Context: an optimization exercise on an open-source flow, tuned for small area, a short achievable clock period and few clock cycles per item. The choices shown serve that exercise and are no tape-out recipe.
Only simulation tests tie the RTL to the original design; equivalence was not proved.

// matvec3
module matvec3
(
    input  logic               clk,
    input  logic               reset,
    input  logic               input_valid,
    output logic               input_ready,
    input  logic signed [13:0] input_data,
    output logic               output_valid,
    input  logic               output_ready,
    output logic signed [27:0] output_data
);
Size in the first run: roughly 1500 cells after synthesis, roughly 290 flip-flops, ~14000 um^2 of cells after synthesis.
Settings: LEC_CHECK=0, ABC_AREA=1, CAP_MARGIN=20, CORE_MARGIN=2, CORE_UTILIZATION=40, CTS_BUF_LIST=sky130_fd_sc_hd__clkbuf_4, CTS_CLUSTER_SIZE=40, SETUP_SLACK_MARGIN=4.1, SLEW_MARGIN=20; clock period 7.0 ns.
standard.sh (not shown) runs the stock make flow with config.mk's settings and CLKGATE_MAP_FILE= SYNTH_SCRIPT=/design/flow/synth_recipe.tcl, a recipe that flattens the netlist after the stock synthesis.
==> flow/flow/run.sh <==
#!/bin/bash
# The standard layout (standard.sh) with two changes:
# - clock tree synthesis adds no dummy loads to balance the tree;
# - the port buffers are buf_1 cells.
set -o pipefail
export CTS_ARGS="-sink_clustering_enable -repair_clock_nets -sink_clustering_size 40 -buf_list sky130_fd_sc_hd__clkbuf_4 -dont_use_dummy_load"
export BUFFER_PORTS_ARGS="-buffer_cell sky130_fd_sc_hd__buf_1"
bash standard.sh > standard.log 2>&1
Testbench counts at the start, summed over its fixed seeds: cycles 4,680, items 1,152.
Edit:
==> flow/flow/run.sh (replaced) <==
#!/bin/bash
# The standard layout (standard.sh) with three changes:
# - synthesis skips the quick abc pass inside yosys's synth command
#   (SYNTH_ARGS=-noabc), so the adder cells are extracted from the design's
#   own full-adder logic; the registers are the standard synthesis's;
# - clock tree synthesis adds no dummy loads to balance the tree;
# - the port buffers are buf_1 cells.
set -o pipefail
export SYNTH_ARGS="-noabc"
export CTS_ARGS="-sink_clustering_enable -repair_clock_nets -sink_clustering_size 40 -buf_list sky130_fd_sc_hd__clkbuf_8 -dont_use_dummy_load"
export BUFFER_PORTS_ARGS="-buffer_cell sky130_fd_sc_hd__buf_1"
bash standard.sh > standard.log 2>&1
- CTS_BUF_LIST: sky130_fd_sc_hd__clkbuf_4 -> sky130_fd_sc_hd__clkbuf_8
- SETUP_SLACK_MARGIN: 4.1 -> 4.3
What happened: Cell area grows by 10%. Via count grows by 4.9%. Global-route usage grows by 1.0 points.

* * *

matvec3, a different RTL version from the one above (not shown whole).
Size in the first run: ~290 flip-flops, about 0.014 sq mm of cells after synthesis.
export LEC_CHECK = 0
export ABC_AREA = 1
export CAP_MARGIN = 20
export CORE_MARGIN = 2
export CORE_UTILIZATION = 40
export CTS_BUF_LIST = sky130_fd_sc_hd__clkbuf_8
export CTS_CLUSTER_SIZE = 40
export SETUP_SLACK_MARGIN = 4.05
export SLEW_MARGIN = 20
create_clock -name core_clock -period 7.0 [get_ports {clk}]
==> flow/flow/run.sh <==
#!/bin/bash
# The standard layout (standard.sh) with two changes:
# - clock tree synthesis adds no dummy loads to balance the tree;
# - the port buffers are buf_1 cells.
set -o pipefail
export CTS_ARGS="-sink_clustering_enable -repair_clock_nets -sink_clustering_size 40 -buf_list sky130_fd_sc_hd__clkbuf_8 -dont_use_dummy_load"
export BUFFER_PORTS_ARGS="-buffer_cell sky130_fd_sc_hd__buf_1"
bash standard.sh > standard.log 2>&1
Testbench counts at the start, summed over its fixed seeds: cycles 4,680, items 1,152.
Edit:
==> flow/flow/run.sh (replaced) <==
#!/bin/bash
# The standard layout (standard.sh) with three changes:
# - synthesis skips the quick abc pass inside yosys's synth command
#   (SYNTH_ARGS=-noabc), so the adder cells are extracted from the design's
#   own full-adder logic; the registers are the standard synthesis's;
# - clock tree synthesis adds no dummy loads to balance the tree;
# - the port buffers are buf_1 cells.
set -o pipefail
export SYNTH_ARGS="-noabc"
export CTS_ARGS="-sink_clustering_enable -repair_clock_nets -sink_clustering_size 40 -buf_list sky130_fd_sc_hd__clkbuf_8 -dont_use_dummy_load"
export BUFFER_PORTS_ARGS="-buffer_cell sky130_fd_sc_hd__buf_1"
bash standard.sh > standard.log 2>&1
--- a/flow/config.mk
+++ b/flow/config.mk
@@ -12,4 +12,4 @@
 export CTS_BUF_LIST = sky130_fd_sc_hd__clkbuf_8
 export CTS_CLUSTER_SIZE = 40
-export SETUP_SLACK_MARGIN = 4.05
+export SETUP_SLACK_MARGIN = 4.0
 export SLEW_MARGIN = 20
Via count goes down by 1.4%.
Maximum frequency goes down by 1.4%.
Critical path depth fell by 1.
Synthesized cell count falls by 5.5%.
Utilization grows by 0.86 points.
Edit:
==> flow/flow/run.sh (replaced) <==
#!/bin/bash
# The standard layout (standard.sh) with two changes:
# - clock tree synthesis adds no dummy loads to balance the tree;
# - the port buffers are buf_1 cells.
set -o pipefail
export CTS_ARGS="-sink_clustering_enable -repair_clock_nets -sink_clustering_size 40 -buf_list sky130_fd_sc_hd__clkbuf_8 -dont_use_dummy_load"
export BUFFER_PORTS_ARGS="-buffer_cell sky130_fd_sc_hd__buf_1"
bash standard.sh > standard.log 2>&1
--- a/flow/config.mk
+++ b/flow/config.mk
@@ -12,4 +12,4 @@
 export CTS_BUF_LIST = sky130_fd_sc_hd__clkbuf_8
 export CTS_CLUSTER_SIZE = 40
-export SETUP_SLACK_MARGIN = 4.0
+export SETUP_SLACK_MARGIN = 4.1
 export SLEW_MARGIN = 20
Effect:
- The changed run finished with timing, DRC and antenna clean
- routed wire length increases by 2.8%
- sequential cell count stays the same

* * *

matvec3 with an RTL version that a note above also has.
Size: roughly 1500 cells after synthesis, roughly 290 flip-flops, roughly 48 I/O pins, ~14000 um2 of cells after synthesis.
// matvec3
module matvec3
(
    input  logic               clk,
    input  logic               reset,
    input  logic               input_valid,
    output logic               input_ready,
    input  logic signed [13:0] input_data,
    output logic               output_valid,
    input  logic               output_ready,
    output logic signed [27:0] output_data
);
==> flow/config.mk <==
export PLATFORM = sky130hd
export DESIGN_NAME = matvec3
export DESIGN_NICKNAME = matvec3
export VERILOG_FILES = /design/flow/design.v
export SDC_FILE = /design/flow/constraint.sdc
export NUM_CORES = 4
export LEC_CHECK = 0
export ABC_AREA = 1
export CAP_MARGIN = 20
export CORE_MARGIN = 2
export CORE_UTILIZATION = 40
export CTS_BUF_LIST = sky130_fd_sc_hd__clkbuf_8
export CTS_CLUSTER_SIZE = 40
export SETUP_SLACK_MARGIN = 4.3
export SLEW_MARGIN = 20
==> flow/constraint.sdc <==
create_clock -name core_clock -period 7.0 [get_ports {clk}]
set_input_delay 1.4000 -clock core_clock [delete_from_list [all_inputs] [get_ports {clk}]]
set_output_delay 1.4000 -clock core_clock [all_outputs]
set_load 0.01 [all_outputs]
==> flow/flow/run.sh <==
#!/bin/bash
# The standard layout (standard.sh) with two changes:
# - clock tree synthesis adds no dummy loads to balance the tree;
# - the port buffers are buf_1 cells.
set -o pipefail
export CTS_ARGS="-sink_clustering_enable -repair_clock_nets -sink_clustering_size 40 -buf_list sky130_fd_sc_hd__clkbuf_8 -dont_use_dummy_load"
export BUFFER_PORTS_ARGS="-buffer_cell sky130_fd_sc_hd__buf_1"
bash standard.sh > standard.log 2>&1
Testbench counts at the start, summed over its fixed seeds: cycles 4,680, items 1,152.
Then changed:
==> flow/run.sh (new file) <==
#!/bin/bash
# synth_recipe.tcl (not shown) runs the flow's synth.tcl, then flattens the netlist and writes it again
# the make line also repeats each setting of config.mk as NAME=value (left out here)
make -C /OpenROAD-flow-scripts/flow DESIGN_CONFIG=/design/flow/config.mk WORK_HOME=/design/flow/orfs CLKGATE_MAP_FILE= SYNTH_SCRIPT=/design/flow/synth_recipe.tcl finish
Settings changed: SETUP_SLACK_MARGIN 4.3 to 4.1.
removed: flow/flow/run.sh
removed: flow/standard.sh
Effect:
- maximum frequency drops by about 1%
- non-clock buffer count drops by 100
Then changed:
==> flow/flow/run.sh (new file) <==
#!/bin/bash
# The standard layout (standard.sh) with two changes:
# - clock tree synthesis adds no dummy loads to balance the tree;
# - the port buffers are buf_1 cells.
set -o pipefail
export CTS_ARGS="-sink_clustering_enable -repair_clock_nets -sink_clustering_size 40 -buf_list sky130_fd_sc_hd__clkbuf_8 -dont_use_dummy_load"
export BUFFER_PORTS_ARGS="-buffer_cell sky130_fd_sc_hd__buf_1"
export RECOVER_POWER=100
bash standard.sh > standard.log 2>&1
==> flow/standard.sh (new file) <==
#!/bin/bash
# synth_recipe.tcl (not shown) runs the flow's synth.tcl, then flattens the netlist and writes it again
# the make line also repeats each setting of config.mk as NAME=value (left out here)
make -C /OpenROAD-flow-scripts/flow DESIGN_CONFIG=/design/flow/config.mk WORK_HOME=/design/flow/orfs CLKGATE_MAP_FILE= SYNTH_SCRIPT=/design/flow/synth_recipe.tcl "${@:-finish}"
removed: flow/run.sh
What happened:
- Now the flow ran to the end with violations: capacitance limit, slew limit
- routed wire length went down by 1.2%
- design area shrinks by 5.4%
- setup slack got worse by 1.2 ns
- die area is unchanged
- global-route usage went down by 0.47 points
- flip-flop and latch count is unchanged
- sequential share of layout area climbs by 2.0 points
Then changed:
==> flow/run.sh (new file) <==
#!/bin/bash
# synth_recipe.tcl (not shown) runs the flow's synth.tcl, then flattens the netlist and writes it again
# the make line also repeats each setting of config.mk as NAME=value (left out here)
make -C /OpenROAD-flow-scripts/flow DESIGN_CONFIG=/design/flow/config.mk WORK_HOME=/design/flow/orfs CLKGATE_MAP_FILE= SYNTH_SCRIPT=/design/flow/synth_recipe.tcl finish
Settings changed: CTS_BUF_LIST sky130_fd_sc_hd__clkbuf_8 to sky130_fd_sc_hd__clkbuf_4.
removed: flow/flow/run.sh
removed: flow/standard.sh
What happened: The changed run completed without violations. Utilization increases by 2.3 points. Worst hold slack got worse by 0.027 ns. First-iteration DRC count increases by 36%. Global-route usage increases by 0.88 points. Cell area increases by 5.1%. Die area does not change.
Then changed:
==> flow/flow/run.sh (new file) <==
#!/bin/bash
# The standard layout (standard.sh) with three changes:
# - synthesis skips the quick abc pass inside yosys's synth command
#   (SYNTH_ARGS=-noabc), so the adder cells are extracted from the design's
#   own full-adder logic; the registers are the standard synthesis's;
# - clock tree synthesis adds no dummy loads to balance the tree;
# - the port buffers are buf_1 cells.
set -o pipefail
export SYNTH_ARGS="-noabc"
export CTS_ARGS="-sink_clustering_enable -repair_clock_nets -sink_clustering_size 40 -buf_list sky130_fd_sc_hd__clkbuf_8 -dont_use_dummy_load"
export BUFFER_PORTS_ARGS="-buffer_cell sky130_fd_sc_hd__buf_1"
bash standard.sh > standard.log 2>&1
==> flow/standard.sh (new file) <==
#!/bin/bash
# synth_recipe.tcl (not shown) runs the flow's synth.tcl, then flattens the netlist and writes it again
# the make line also repeats each setting of config.mk as NAME=value (left out here)
make -C /OpenROAD-flow-scripts/flow DESIGN_CONFIG=/design/flow/config.mk WORK_HOME=/design/flow/orfs CLKGATE_MAP_FILE= SYNTH_SCRIPT=/design/flow/synth_recipe.tcl "${@:-finish}"
Settings changed: CTS_BUF_LIST sky130_fd_sc_hd__clkbuf_4 to sky130_fd_sc_hd__clkbuf_8.
removed: flow/run.sh
What happened:
- The new run finished clean
- design area came out lower by 1.5%
- worst setup slack gains 0.18 ns
- area after synthesis came out lower by 0.83%
- wire length came out higher by 1.1%
- register-to-register slack loses 0.03 ns
- worst hold slack gains 0.0049 ns
- non-clock buffer count came out higher by 46
- utilization came out higher by 0.19 points

-- afterwards: timing with drivers on the ports --
Ports are ideal in the flow. The routed layouts listed here were re-timed in OpenROAD. Step 1 assumes that a clkbuf_16 drives the clock port and a buf_2 every other input. Step 2 moves the port delays by t, midway between the first and last clock arrival at a register: inputs arrive t later, outputs are due t later. That takes back most of the time a late clock gives input paths. Slacks: ideal ports / drivers / drivers and shift; pairs: ideal ports / drivers.
run | t, ns | slack for setup (ns) | cell pins on the clock port's net
the first run of note 1 | 0.700 | 4.181 / 4.181 / 3.693 | 1
the second run of note 1 | 0.599 | 4.023 / 4.023 / 3.564 | 1
the first run of note 2 | 0.589 | 4.138 / 4.138 / 3.646 | 1
the second run of note 2 | 0.585 | 4.097 / 4.097 / 3.657 | 1
the third run of note 2 | 0.587 | 4.072 / 4.072 / 3.670 | 1
the first run of note 3 | 0.597 | 4.224 / 4.224 / 3.778 | 1
the second run of note 3 | 0.613 | 4.196 / 4.196 / 3.689 | 1
the third run of note 3 | 0.582 | 2.981 / 2.981 / 2.834 | 1
the fourth run of note 3 | 0.728 | 3.915 / 3.939 / 3.211 | 1
the fifth run of note 3 | 0.599 | 4.096 / 4.105 / 3.506 | 1
The setup slack of the fourth run of note 3, which loses most, moves by +0.024 ns with the drivers and by -0.704 ns with both steps.
